This is an optimization exercise on Yosys and OpenROAD, whose aim is small area, not a production implementation.
In this exercise RTL edits were held to simulation tests only and were not proved equivalent to the original.
No activity file was given, so power comes from the tool's default toggle rates. The flow treats the clock pin as an ideal source, which a real chip does not have.

// bus_subsystem
module bus_subsystem (
  input  logic        ck,
  input  logic        rst,
  output logic        master_in_notify,
  input  logic        master_in_sync,
  input  logic        master_in_trans,
  input  logic [31:0] master_in_addr,
  input  logic [31:0] master_in_data,
  output logic        master_out_notify,
  input  logic        master_out_sync,
  output logic        master_out_ack,
  output logic [31:0] master_out_data
);
  localparam logic [8*32-1:0] rom_words = {
    32'h8000_0000, 32'h7fff_ffff, 32'ha5a5_5a5a, 32'h0f0f_0f0f,
    32'hffff_0000, 32'h89ab_cdef, 32'h1234_5678, 32'h0000_0001
  };
  localparam logic [7:0] wport0 = 8'b0001_0001;
  localparam logic [7:0] wport1 = 8'b0001_0001;
  localparam logic [7:0] wport2 = 8'b0000_0001;
  localparam logic [7:0] rport0 = 8'b0100_1001;
  localparam logic [7:0] rport1 = 8'b0001_0001;
  localparam logic [7:0] rport2 = 8'b0000_0001;
  logic        in_n;     
  logic        out_n;    
  logic [2:0]  cnt;      
  logic [1:0]  win_q;
  logic [2:0]  pos_q;    
  logic        wr_q;
  logic        reg_q;    
  logic        ack_q;
  logic [2:0]  t;
  logic        done;     
  logic [31:0] r;
  logic        accept;
  logic        mapped;
  logic [1:0]  in_win;
  logic [2:0]  in_off;
  logic        rd_in;    
  logic        busy;
  logic        in_n_n;   
  logic        out_n_n;  
  logic [2:0]  t_n;      
  logic        done_n;   
  assign accept = in_n & master_in_sync;
  assign mapped = ~|master_in_addr[31:5];
  assign in_win = master_in_addr[4:3];
  assign in_off = master_in_addr[2:0];
  assign rd_in  = accept & ~master_in_trans & mapped;
  assign busy   = ~in_n & ~out_n;
  assign t_n    = t + 3'd1;
  assign done_n = done | (t == 3'd7);
  always_comb begin
    in_n_n  = in_n;
    out_n_n = out_n;
    if (accept) begin
      in_n_n  = 1'b0;
      out_n_n = ~mapped;
    end else if (out_n) begin
      if (master_out_sync) begin
        out_n_n = 1'b0;
        in_n_n  = 1'b1;
      end
    end else if (busy && cnt == '0) begin
      out_n_n = 1'b1;
    end
  end
  always_ff @(posedge ck or posedge rst) begin
    if (rst) begin
      in_n  <= 1'b1;
      out_n <= 1'b0;
      reg_q <= 1'b0;
      t     <= '0;
      done  <= 1'b0;
    end else begin
      t     <= t_n;
  ...
==> flow/config.mk <==
export PLATFORM = sky130hd
export DESIGN_NAME = bus_subsystem
export DESIGN_NICKNAME = bus_subsystem
export VERILOG_FILES = /design/flow/design.v
export SDC_FILE = /design/flow/constraint.sdc
export NUM_CORES = 4
export LEC_CHECK = 0
export CAP_MARGIN = 20
export CORE_MARGIN = 2
export CORE_UTILIZATION = 45
export PLACE_DENSITY = 0.6
export SLEW_MARGIN = 20
==> flow/constraint.sdc <==
create_clock -name core_clock -period 4.0 [get_ports {ck}]
set_input_delay 0.8000 -clock core_clock [delete_from_list [all_inputs] [get_ports {ck}]]
set_output_delay 0.8000 -clock core_clock [all_outputs]
set_load 0.01 [all_outputs]
standard.sh (not shown) runs the stock make flow with config.mk's settings and CLKGATE_MAP_FILE= SYNTH_SCRIPT=/design/flow/synth_recipe.tcl, a recipe that flattens the netlist after the stock synthesis.
==> flow/flow/run.sh <==
#!/bin/bash
# The standard layout (standard.sh: ORFS floorplan, power grid, placement,
# routing) with these changes for cell area:
#  - synthesis: the standard flow's script, but ABC maps for area (flow/synth.tcl) and
#    small adders are left to ABC instead of half/full-adder cells,
#  - port buffers use the smallest buffer (every port still gets one),
#  - clock tree: clkbuf_8 sink clusters, no dummy loads.
# make's output goes to flow_make.log; ORFS's per-step logs stay in orfs/logs.
set -euo pipefail
here=$(pwd)
export AREA_ABC_SCRIPT=$here/flow/abc_area.script
bash standard.sh \
  "SYNTH_SCRIPT=$here/flow/synth.tcl" \
  "ADDER_MAP_FILE=" \
  "BUFFER_PORTS_ARGS=-buffer_cell sky130_fd_sc_hd__buf_1" \
  "CTS_ARGS=-sink_clustering_enable -repair_clock_nets -buf_list sky130_fd_sc_hd__clkbuf_8 -sink_clustering_size 19 -sink_clustering_max_diameter 65 -dont_use_dummy_load" \
  finish > flow_make.log 2>&1
==> flow/flow/abc_area.script <==
&get -n
&st
&dch
&nf -a -R 1000 -F 20 -A 20
&put
==> flow/flow/synth.tcl <==
# The standard flow's synthesis script (synth_recipe.tcl) with one change: ABC maps the
# combinational logic with an area-oriented script (abc_area.script beside
# this file) in place of ORFS's speed script. Everything else, flip-flop
# mapping included, is the standard synthesis, so the registers are the same.
proc synth {args} { yosys synth -nofsm -noshare {*}$args }
proc abc {args} {
  set i [lsearch -exact $args -script]
  if { $i >= 0 } { lset args [expr {$i + 1}] $::env(AREA_ABC_SCRIPT) }
  yosys abc {*}$args
}
source $::env(SCRIPTS_DIR)/synth.tcl
# left out here: clear keep_hierarchy, flatten, clean up, hide names made inside functions, write 1_2_yosys.v
The baseline completed without violations.
Edit:
==> flow/flow/run.sh (replaced) <==
#!/bin/bash
# The standard layout (standard.sh: ORFS floorplan, power grid, placement,
# routing) with these changes for cell area:
#  - synthesis: the standard flow's script, but ABC maps for area (flow/synth.tcl),
#  - port buffers use the smallest buffer (every port still gets one),
#  - clock tree: clkbuf_8 sink clusters, no dummy loads.
# make's output goes to flow_make.log; ORFS's per-step logs stay in orfs/logs.
set -euo pipefail
here=$(pwd)
export AREA_ABC_SCRIPT=$here/flow/abc_area.script
bash standard.sh \
  "SYNTH_SCRIPT=$here/flow/synth.tcl" \
  "BUFFER_PORTS_ARGS=-buffer_cell sky130_fd_sc_hd__buf_1" \
  "CTS_ARGS=-sink_clustering_enable -repair_clock_nets -buf_list sky130_fd_sc_hd__clkbuf_8 -sink_clustering_size 20 -sink_clustering_max_diameter 55 -dont_use_dummy_load" \
  finish > flow_make.log 2>&1
==> flow/flow/abc_area.script (replaced) <==
&get -n
&st
&dch -f
&nf -a -R 1000
&st
&dch -f
&nf -a -R 1000
&put
Settings changed: CORE_UTILIZATION 45 to 40, PLACE_DENSITY 0.6 to unset.
The changed run produced a clean layout.
Worst setup slack is better by 19 ps.
Utilization shrinks by 5.8 points.
Routed wire length increases by 0.87%.
First-iteration DRC count goes down by 7.4%.
Combinational power went up by about 7%.
Count of clock-buffer cells in the layout grows by 1.
Design area rises by 2.3%.
Critical path depth increases by 1.
Cell count grows by 6.2%.
Edit:
==> flow/flow/run.sh (replaced) <==
#!/bin/bash
# The standard layout (standard.sh: ORFS floorplan, power grid, placement,
# routing) with these changes for cell area:
#  - synthesis: the standard flow's script, but ABC maps for area (flow/synth.tcl) and
#    small adders are left to ABC instead of half/full-adder cells,
#  - port buffers use the smallest buffer (every port still gets one),
#  - clock tree: clkbuf_8 sink clusters, no dummy loads.
# make's output goes to flow_make.log; ORFS's per-step logs stay in orfs/logs.
set -euo pipefail
here=$(pwd)
export AREA_ABC_SCRIPT=$here/flow/abc_area.script
bash standard.sh \
  "SYNTH_SCRIPT=$here/flow/synth.tcl" \
  "ADDER_MAP_FILE=" \
  "BUFFER_PORTS_ARGS=-buffer_cell sky130_fd_sc_hd__buf_1" \
  "CTS_ARGS=-sink_clustering_enable -repair_clock_nets -buf_list {sky130_fd_sc_hd__clkbuf_8 sky130_fd_sc_hd__clkbuf_16} -sink_clustering_size 24 -sink_clustering_max_diameter 70 -dont_use_dummy_load" \
  finish > flow_make.log 2>&1
==> flow/flow/abc_area.script (replaced) <==
&get -n
&st
&dch
&nf -a -R 1000 -F 20 -A 20
&put
Settings changed: CORE_UTILIZATION 40 to 50, PLACE_DENSITY set to 0.65.
- The new run passed the timing, design-rule and antenna checks
- sequential share of layout area grows by 0.84 points
- final area shrinks by 1.1%
- via count falls by 2.9%
- synthesized cell count decreases by 3.0%
Edit:
==> flow/flow/run.sh (replaced) <==
#!/bin/bash
# The standard layout (standard.sh: ORFS floorplan, power grid, placement,
# routing) with these changes for cell area:
#  - synthesis: the standard flow's script, but ABC maps for area (flow/synth.tcl),
#  - port buffers use the smallest buffer (every port still gets one),
#  - clock tree: clkbuf_16 sink clusters, no dummy loads.
# make's output goes to flow_make.log; ORFS's per-step logs stay in orfs/logs.
set -euo pipefail
here=$(pwd)
export AREA_ABC_SCRIPT=$here/flow/abc_area.script
bash standard.sh \
  "SYNTH_SCRIPT=$here/flow/synth.tcl" \
  "BUFFER_PORTS_ARGS=-buffer_cell sky130_fd_sc_hd__buf_1" \
  "CTS_ARGS=-sink_clustering_enable -repair_clock_nets -buf_list sky130_fd_sc_hd__clkbuf_16 -sink_clustering_size 32 -sink_clustering_max_diameter 80 -dont_use_dummy_load" \
  finish > flow_make.log 2>&1
==> flow/flow/abc_area.script (replaced) <==
&get -n
&st
&dch -f
&nf -a -R 1000
&st
&dch -f
&nf -a -R 1000
&put
Settings changed: CORE_UTILIZATION 50 to 40, PLACE_DENSITY 0.65 to unset.
Critical path depth goes up by 1.
Worst hold slack gets worse by 46 ps.
Non-clock buffer count goes down by 1.
Clock power goes down by roughly a tenth.
Cell area goes up slightly.
Worst setup slack gets worse by 6.7 ps.
Cell count goes up by roughly a tenth.
Via count goes up slightly.
Power goes down by a few percent.
Routed wire length goes up by a few percent.
Edit:
==> flow/flow/run.sh (replaced) <==
#!/bin/bash
# The standard layout (standard.sh: ORFS floorplan, power grid, placement,
# routing) with these changes for cell area:
#  - synthesis: the standard flow's script, but ABC maps for area (flow/synth.tcl) and
#    small adders are left to ABC instead of half/full-adder cells,
#  - port buffers use the smallest buffer (every port still gets one),
#  - clock tree: clkbuf_8 sink clusters, no dummy loads.
# make's output goes to flow_make.log; ORFS's per-step logs stay in orfs/logs.
set -euo pipefail
here=$(pwd)
export AREA_ABC_SCRIPT=$here/flow/abc_area.script
bash standard.sh \
  "SYNTH_SCRIPT=$here/flow/synth.tcl" \
  "ADDER_MAP_FILE=" \
  "BUFFER_PORTS_ARGS=-buffer_cell sky130_fd_sc_hd__buf_1" \
  "CTS_ARGS=-sink_clustering_enable -repair_clock_nets -buf_list sky130_fd_sc_hd__clkbuf_8 -sink_clustering_size 18 -sink_clustering_max_diameter 70 -dont_use_dummy_load" \
  finish > flow_make.log 2>&1
==> flow/flow/abc_area.script (replaced) <==
&get -n
&st
&dch
&nf -a -R 1000 -F 20 -A 20
&put
Settings changed: CORE_UTILIZATION 40 to 55, PLACE_DENSITY set to 0.7.
Effect:
- The new run passed the timing, design-rule and antenna checks
- first-iteration DRC count drops by 14%
- setup slack improved by 160 ps
- clock skew climbs by 20 ps
- worst hold slack got worse by 50 ps
- area after synthesis drops by 1.7%
- via count drops by 1.6%

-- static timing again, ports no longer ideal --
No port has a modelled driver above. Below, the same layouts with a new extraction and two added sets of constraints. Step 1 sets driving cells, clkbuf_16 on the clock port and buf_2 on the other inputs (assumed; they add their load-dependent delay and slew). Step 2 adds t to the input delays and takes it off the output delays; t is the mean of the earliest and latest rising clock arrival at the registers after step 1. Input paths then give back, and output paths get back, about the clock's delay inside the block. a / b / c = no drivers / after step 1 / after step 2; a / b = the first two.
run	t (ns)	setup WS [ns]	hold WS [ns]	worst slew at a driven data input, ns	cell pins on the clock port's net
the first run	0.693	0.983 / 1.009 / 0.320	0.189 / 0.157 / 0.278	0.04	1
the second run	0.681	1.002 / 1.002 / 0.509	0.198 / 0.162 / 0.290	0.05	1
the third run	0.583	1.005 / 1.043 / 0.460	0.266 / 0.238 / 0.266	0.04	1
the fourth run	0.639	0.998 / 0.998 / 0.499	0.219 / 0.183 / 0.309	0.05	1
the fifth run	0.680	1.157 / 1.160 / 0.505	0.169 / 0.139 / 0.279	0.05	1
After both steps every run listed still meets setup and hold. The setup slack of the first run, which loses most, moves by +0.026 ns with the drivers and by -0.663 ns with both steps.
